Background: an optimization exercise with open tools, aiming at small area, a short achievable clock period and few clock cycles per item. Do not read the settings as production practice.
The RTL was checked by simulation tests, not by an equivalence proof against the original design.
Power is estimated from default activity; no workload was simulated.

[config.mk]
export PLATFORM = sky130hd
export DESIGN_NAME = huffTreeTop
export DESIGN_NICKNAME = huffTreeTop
export VERILOG_FILES = /design/flow/design.v
export SDC_FILE = /design/flow/constraint.sdc
export NUM_CORES = 4
export LEC_CHECK = 0
export ABC_AREA = 1
export CAP_MARGIN = 20
export CORE_MARGIN = 2
export CORE_UTILIZATION = 40
export CTS_BUF_LIST = sky130_fd_sc_hd__clkbuf_8 sky130_fd_sc_hd__clkbuf_16
export CTS_CLUSTER_DIAMETER = 80
export CTS_CLUSTER_SIZE = 30
export PLACE_DENSITY = 0.45
export SLEW_MARGIN = 20
export TNS_END_PERCENT = 10
[constraint.sdc]
create_clock -name core_clock -period 35.0 [get_ports {Clk_in}]
set_input_delay 7.0000 -clock core_clock [delete_from_list [all_inputs] [get_ports {Clk_in}]]
set_output_delay 7.0000 -clock core_clock [all_outputs]
set_load 0.01 [all_outputs]
[design.v]
`timescale 1ns/1ps
module huffTreeTop
(
    input  logic          Clk_in,
    input  logic          n_Rst,
    input  logic          Req,
    output logic          Ack,
    input  logic [89:0]   LeafWeights,
    output logic [119:0]  TreeTable,
    output logic [4:0]    RootRight,
    output logic [4:0]    RootLeft
);
    logic       busy;
    logic [3:0] step;               
    logic [7:0] lw [10];            
    logic [9:0] open;               
    logic [7:0] q [5];              
    logic [2:0] qn;                 
    logic [2:0] qb;                 
    logic [9:0] res [8];
    logic [4:0] rootR;
    logic [4:0] rootL;
    function automatic logic le8(input logic [7:0] a, input logic [7:0] b);
        logic c;
        logic lt;
        logic eq;
        c = 1'b1;
        for (int k = 0; k < 4; k++)
        begin
            c = (~a[k] & b[k]) | (~a[k] & c) | (b[k] & c);
        end
        lt = 1'b0;
        eq = 1'b1;
        for (int k = 7; k >= 4; k--)
        begin
            lt = lt | (eq & ~a[k] & b[k]);
            eq = eq & ~(a[k] ^ b[k]);
        end
        le8 = lt | (eq & c);
    endfunction
    logic [99:0] befN;
    logic [99:0] bef;
    always_comb
    begin
        for (int i = 0; i < 10; i++)
        begin
            for (int j = 0; j < 10; j++)
            begin
                if (i == j)
                begin
                    befN[10*i+j] = 1'b1;
                end
                else if (i < j)
                begin
                    befN[10*i+j] = le8(LeafWeights[9*i +: 8], LeafWeights[9*j +: 8]);
                end
                else
                begin
                    befN[10*i+j] = ~le8(LeafWeights[9*j +: 8], LeafWeights[9*i +: 8]);
                end
            end
        end
    end
    logic [44:0] befR;
    always_comb
    begin
        int n;
        n = 0;
        for (int i = 0; i < 10; i++)
        begin
            for (int j = 0; j < 10; j++)
            begin
                if (i == j)
                begin
                    bef[10*i+j] = 1'b1;
                end
                else if (i < j)
                begin
                    bef[10*i+j] = befR[n];
                    n = n + 1;
                end
            end
        end
        for (int i = 0; i < 10; i++)
        begin
            for (int j = 0; j < i; j++)
            begin
                bef[10*i+j] = ~bef[10*j+i];
            end
        end
    end
    function automatic logic [9:0] headOf(input logic [9:0] r, input logic [99:0] bm);
        logic [9:0] h;
        for (int i = 0; i < 10; i++)
        begin
            h[i] = r[i] & (&(~r | bm[10*i +: 10]));
        end
        headOf = h;
    endfunction
    logic [9:0] h0;
    logic [9:0] h1;
    logic [9:0] open1;
    assign h0    = headOf(open, bef);
    assign open1 = open & ~h0;
    assign h1    = headOf(open1, bef);
    logic [7:0] L0;
    logic [7:0] L1;
    logic [3:0] I0;
    logic [3:0] I1;
    always_comb
    begin
        L0 = '0;
        L1 = '0;
        I0 = '0;
        I1 = '0;
        for (int i = 0; i < 10; i++)
        begin
            L0 = L0 | ({8{h0[i]}} & lw[i]);
            L1 = L1 | ({8{h1[i]}} & lw[i]);
            I0 = I0 | ({4{h0[i]}} & 4'(i));
            I1 = I1 | ({4{h1[i]}} & 4'(i));
        end
    end
    logic hL0;
    logic hL1;
    logic hP0;
    logic hP1;
    logic [7:0] P0;
    logic [7:0] P1;
    assign hL0 = |open;
    assign hL1 = |open1;
    assign hP0 = (qn != 3'd0);
    assign hP1 = (qn > 3'd1);
    assign P0  = q[0];
    assign P1  = q[1];
    logic fL;                       
    logic sL;                       
    assign fL = hL0 & (~hP0 | le8(L0, P0));
    assign sL = fL ? (hL1 & (~hP0 | le8(L1, P0))) : (hL0 & (~hP1 | le8(L0, P1)));
    logic [7:0] firstW;
    logic [7:0] secondW;
    logic [7:0] sum;
    assign firstW  = fL ? L0 : P0;
    assign secondW = (fL & sL) ? L1 : (~fL & ~sL) ? P1 : fL ? P0 : L0;
    assign sum     = firstW + secondW;
    logic [4:0] firstIdx;
    logic [4:0] secondIdx;
    assign firstIdx  = fL ? {1'b0, I0} : (5'd10 + 5'(qb));
    assign secondIdx = (fL & sL) ? {1'b0, I1} :
                       (~fL & ~sL) ? (5'd11 + 5'(qb)) :
                       fL ? (5'd10 + 5'(qb)) : {1'b0, I0};
    logic [9:0] used;
    assign used = ((fL | sL) ? h0 : 10'd0) | ((fL & sL) ? h1 : 10'd0);
    logic [1:0] pop;
    assign pop = 2'(!fL) + 2'(!sL);
    logic start;
    assign start = Req & ~busy & ~Ack;
    always_ff @(posedge Clk_in or negedge n_Rst)
    begin
        if (!n_Rst)
        begin
            busy <= 1'b0;
            Ack  <= 1'b0;
        end
        else
        begin
            if (start)
            begin
                busy <= 1'b1;
            end
            else if (busy && step == 4'd8)
            begin
                busy <= 1'b0;
                Ack  <= 1'b1;
            end
            else if (Ack && !Req)
            begin
                Ack <= 1'b0;
            end
        end
    end
    always_ff @(posedge Clk_in)
    begin
        int n;
        for (int i = 0; i < 10; i++)
        begin
            lw[i] <= LeafWeights[9*i +: 8];
        end
        n = 0;
        for (int i = 0; i < 10; i++)
        begin
            for (int j = i + 1; j < 10; j++)
            begin
                befR[n] <= befN[10*i+j];
                n = n + 1;
            end
        end
    end
    always_ff @(posedge Clk_in)
    begin
        if (!busy)
        begin
            open <= '1;
            qn   <= '0;
            qb   <= '0;
            step <= '0;
        end
        else
        begin
            open <= open & ~used;
            for (int m = 0; m < 5; m++)
            begin
                if (3'(m) == qn - 3'(pop))
                begin
                    q[m] <= sum;
                end
                else if (pop == 2'd1)
                begin
                    q[m] <= (m + 1 < 5) ? q[(m + 1) % 5] : 8'd0;
                end
                else if (pop == 2'd2)
                begin
                    q[m] <= (m + 2 < 5) ? q[(m + 2) % 5] : 8'd0;
                end
            end
            qn   <= qn - 3'(pop) + 3'd1;
            qb   <= qb + 3'(pop);
            step <= step + 4'd1;
            for (int k = 0; k < 8; k++)
            begin
                if (step == 4'(k))
                begin
                    res[k] <= {secondIdx, firstIdx};
                end
            end
            if (step == 4'd8)
            begin
                rootR <= firstIdx;
                rootL <= secondIdx;
            end
        end
    end
    always_comb
    begin
        for (int k = 0; k < 8; k++)
        begin
            TreeTable[15*k +: 15] = {5'(10 + k), res[k]};
        end
    end
    assign RootRight = rootR;
    assign RootLeft  = rootL;
endmodule
[flow/run.sh]
#!/bin/bash
set -euo pipefail
bash standard.sh SETUP_SLACK_MARGIN=26.9 finish > standard_flow.log 2>&1
[standard.sh]
#!/bin/bash
# synth_recipe.tcl (not shown) runs the flow's synth.tcl, then flattens the netlist and writes it again
# the make line also repeats each setting of config.mk as NAME=value (left out here)
make -C /OpenROAD-flow-scripts/flow DESIGN_CONFIG=/design/flow/config.mk WORK_HOME=/design/flow/orfs CLKGATE_MAP_FILE= SYNTH_SCRIPT=/design/flow/synth_recipe.tcl "${@:-finish}"
==> results.ini <==
[clock_network]
root_buffer = clkbuf_16
tritoncts = built
hold_buffers = 0
cts_htree_levels = 1
cts_buffer_depth = 3
cts_sinks = 277
clk_pin_slew_worst_paths_ns = 0.10
cts_buffers = 18
clkLatencyLatePin_ns = 0.55

[sta]
setup-violations-final = 0
hold_viol = 0
max_freq_mhz = 122
drv_slew = 0
worst_pin_slew_ns = 1.06
fin_skew_ns = 0.0424
finalSetupTns_ns = 0
rsz0062_at_grt = yes
relSlewSlack_pct = 28.9
post-route-period-util_pct = 23.3
min_period_ns = 8.17
worst_slack_ns = 26.83

[route]
topRoutingLayerUsed = met4
vias = 17800
route.detailed.drc = 0
drtAntennaViolNets = 0
wl_met3_mm = 4.24
drt_first_pass_iters = 6
wl_met2_mm = 35.1
wl_met1_mm = 30.6
avgRoutedWirePerCell_um = 23.3
wl_mm = 73.9
drt-initial-drc-count = 1841
vias_per_cell = 5.60

[worst_setup_path]
worstPathArrival_ns = 8.63
cp-end-kind = flip-flop
regToRegEndpoint = q[2][6]
crit_start = LeafWeights[65]
r2r_cells = 32
startpoint_type = input pin
cp.required_ns = 35.46
path_class = input pin to flip-flop
rrSetupSlack_ns = 27.36
cp_max_fo = 10
timing.rr.start = open[5]

[floorplanning]
dieArea_um2 = 46300
core-area_um2 = 44100
io-pin-count = 224
die-height_um = 215
core.rowCount = 77
initial_core_util_pct = 40.4
die_w_um = 215

[synthesis]
yosys.area_share.simple_pct = 26.6
syn_area_per_cell_um2 = 7.28
synth_warnings = 4
synth_compound_area_share_pct = 16.9
syn_area_um2 = 17800
synth_adder_area_share_pct = 5.30
ys_seq_area_share_pct = 38.5
synthXorXnorAreaFrac_pct = 0.393
synthMuxAreaShare_pct = 0
synth_edf_count = 130
ys.flop_type = dfxtp_1
ys_types = 56
ys_ff_latch = 277
async_flop_share_pct = 0.722
synth_top_family_by_area = simple AND/OR/NAND/NOR gates
syn_inst = 2448

[min_path]
worstHoldPathCells = 1
worst_hold_path_type = flip-flop to flip-flop
holdPathEnd = step[0]
worstHoldStart = step[0]

[power]
ir_drop_uv = 46.3
power.density_nw_per_um2 = 70.5
p_leak_nw = 9.71

[place]
portBuffers = 173
place_congestion = 0.966
dp_slack_ns = 25.28
dpl.hpwl_mm = 56.2

[global_routing]
grt_pass1_vias = 16600
antenna_found_initial = 1
overflow = 0
grt_first_pass_wirelength_mm = 108
grtUsageTotal_pct = 31.0
grt_max_degree = 52

[final_layout]
final_cell_mix = 624 x nand2_1, 292 x inv_1, 195 x nand3_1
multi_input_area_um2 = 9220
areaGrowthSynthToFinish_pct = 16.9
fin_nets = 2741
ff_latch_area_um2 = 6860
n_fill_cell = 4565
final_common_cell = nand2_1
layout-drive-gt1-share_pct = 14.3

[outcome]
outcome = no timing/DRC/antenna violations

[run]
cap_viol_max_count = 0

## sequential cells by signal (all words and copies together), names as in the netlist
| register | flops |
|---|---|
| qn | 3 |
| res | 80 |
| q | 40 |
| rootL | 5 |
| rootR | 5 |
| Ack | 1 |
| lw | 80 |
| busy | 1 |
| qb | 3 |
| befR | 45 |
| open | 10 |
| step | 4 |
## stage by stage
step / total power, mW / instances / hold slack [ns] / cell area (um^2) / util (%)
4_1_cts: 1.47 / 3172 / 0.511 / 20800 / 47.1
2_1_floorplan: 1.01 / 2486 / 0.445 / 18000 / -
3_5_place_dp: 1.23 / 3117 / 0.490 / 19800 / 44.8
5_1_grt: 1.58 / 3180 / 0.537 / 20900 / 47.3
6_report: 1.47 / 3180 / 0.505 / 20900 / 47.3
3_3_place_gp: 1.22 / 3117 / 0.473 / 19800 / 44.8
## cell usage after synthesis, types with 31 or more instances
cell type / count / share of area [%]
nand2_1: 626 / 13
inv_1: 313 / 6.6
nand3_1: 195 / 5.5
o21ai_0: 180 / 5.1
nor2_1: 157 / 3.3
dfxtp_1: 145 / 16
edfxtp_1: 130 / 22
o22ai_1: 86 / 3.0
clkbuf_1: 75 / 1.6
ha_1: 70 / 4.9
buf_4: 52 / 2.2
a31oi_1: 46 / 1.6
o221ai_1: 37 / 1.8
a221oi_1: 36 / 1.8
nand4_1: 31 / 1.1
## kinds of logic after synthesis
kind of cell	count (synthesis)
buffers and inverters	509
xor gates and xnor gates	8
DFF	277
and+or+nand+nor	1092
other	2
adders and majority gates	74
AOI/OAI and AO/OA	486
## critical path: stages
cell and delay, ns:
buf_4 0.21, clkinv_4 0.14, o221ai_1 0.27, o21ai_0 0.20, o21ai_0 0.12, a31oi_1 0.12
a221oi_1 0.33, o21ai_1 0.12, nand2_1 0.11
## per-layer routing
metal  track usage (%)  vias to the layer above
li1                  -                     8447
met1              40.1                     8376
met2              52.2                      813
met3              2.80                      184
met4              14.6                        0
met5                 0                        -
## worst max path at each step
stage | end | slack, ns | depth (start not counted)
CTS | TreeTable[78] | 26.80 | 1
floorplan | befR[8] | 26.77 | 10
global route | RootLeft[2] | 26.79 | 1
finish | befR[36] | 26.83 | 9
global placement | befR[14] | 25.23 | 10
detailed placement | befR[14] | 25.28 | 10
## layout make-up
class,count,area share (%)
flip-flops and latches,277,32.9
well taps,592,3.55
clock buffers,19,2.28
inverters,354,7.11
multi-input cells,1700,44.2
diodes,1,0.0120
clock inverters,13,1.08
repair buffers,219,8.70
repair inverters,5,0.162
## where the power goes
part	switching [mW]	internal [mW]	total, mW
clock network	0.135	0.111	0.246
logic	0.480	0.213	0.693
registers	0.0501	0.480	0.530
## timing repair
item                                    CTS  global route
gates resized for setup                 579           104
cloned                                    5             0
setup buffers                            18             7
endpoints found under the hold margin     0             0
pin swaps                                16            22
endpoints found under the setup margin  136           141
Testbench counts, summed over its fixed seeds: cycles 26,392, trees 2,400.

## re-timing with driven ports
How much do the figures lean on ideal ports? The routed layout below was timed once more, with nothing changed but the port constraints. Step 1 assumes that a clkbuf_16 drives the clock port and a buf_2 every other input. Step 2 times the ports against the registers' clock, not the clock port: input delays grow and output delays shrink by t, the midpoint of the rising clock arrivals with the driver on. a / b / c = no drivers / after step 1 / after step 2; a / b = the first two.
t, ns: 0.591
setup WS [ns]: 26.828 / 26.774 / 26.275
worst hold slack (ns): 0.505 / 0.505 / 0.505
worst register clock-pin slew, ns: 0.11 / 0.11
cell pins on the clock port's net: 1
After both steps this run still meets setup and hold. The setup slack of this run moves by -0.054 ns with the drivers and by -0.553 ns with both steps.
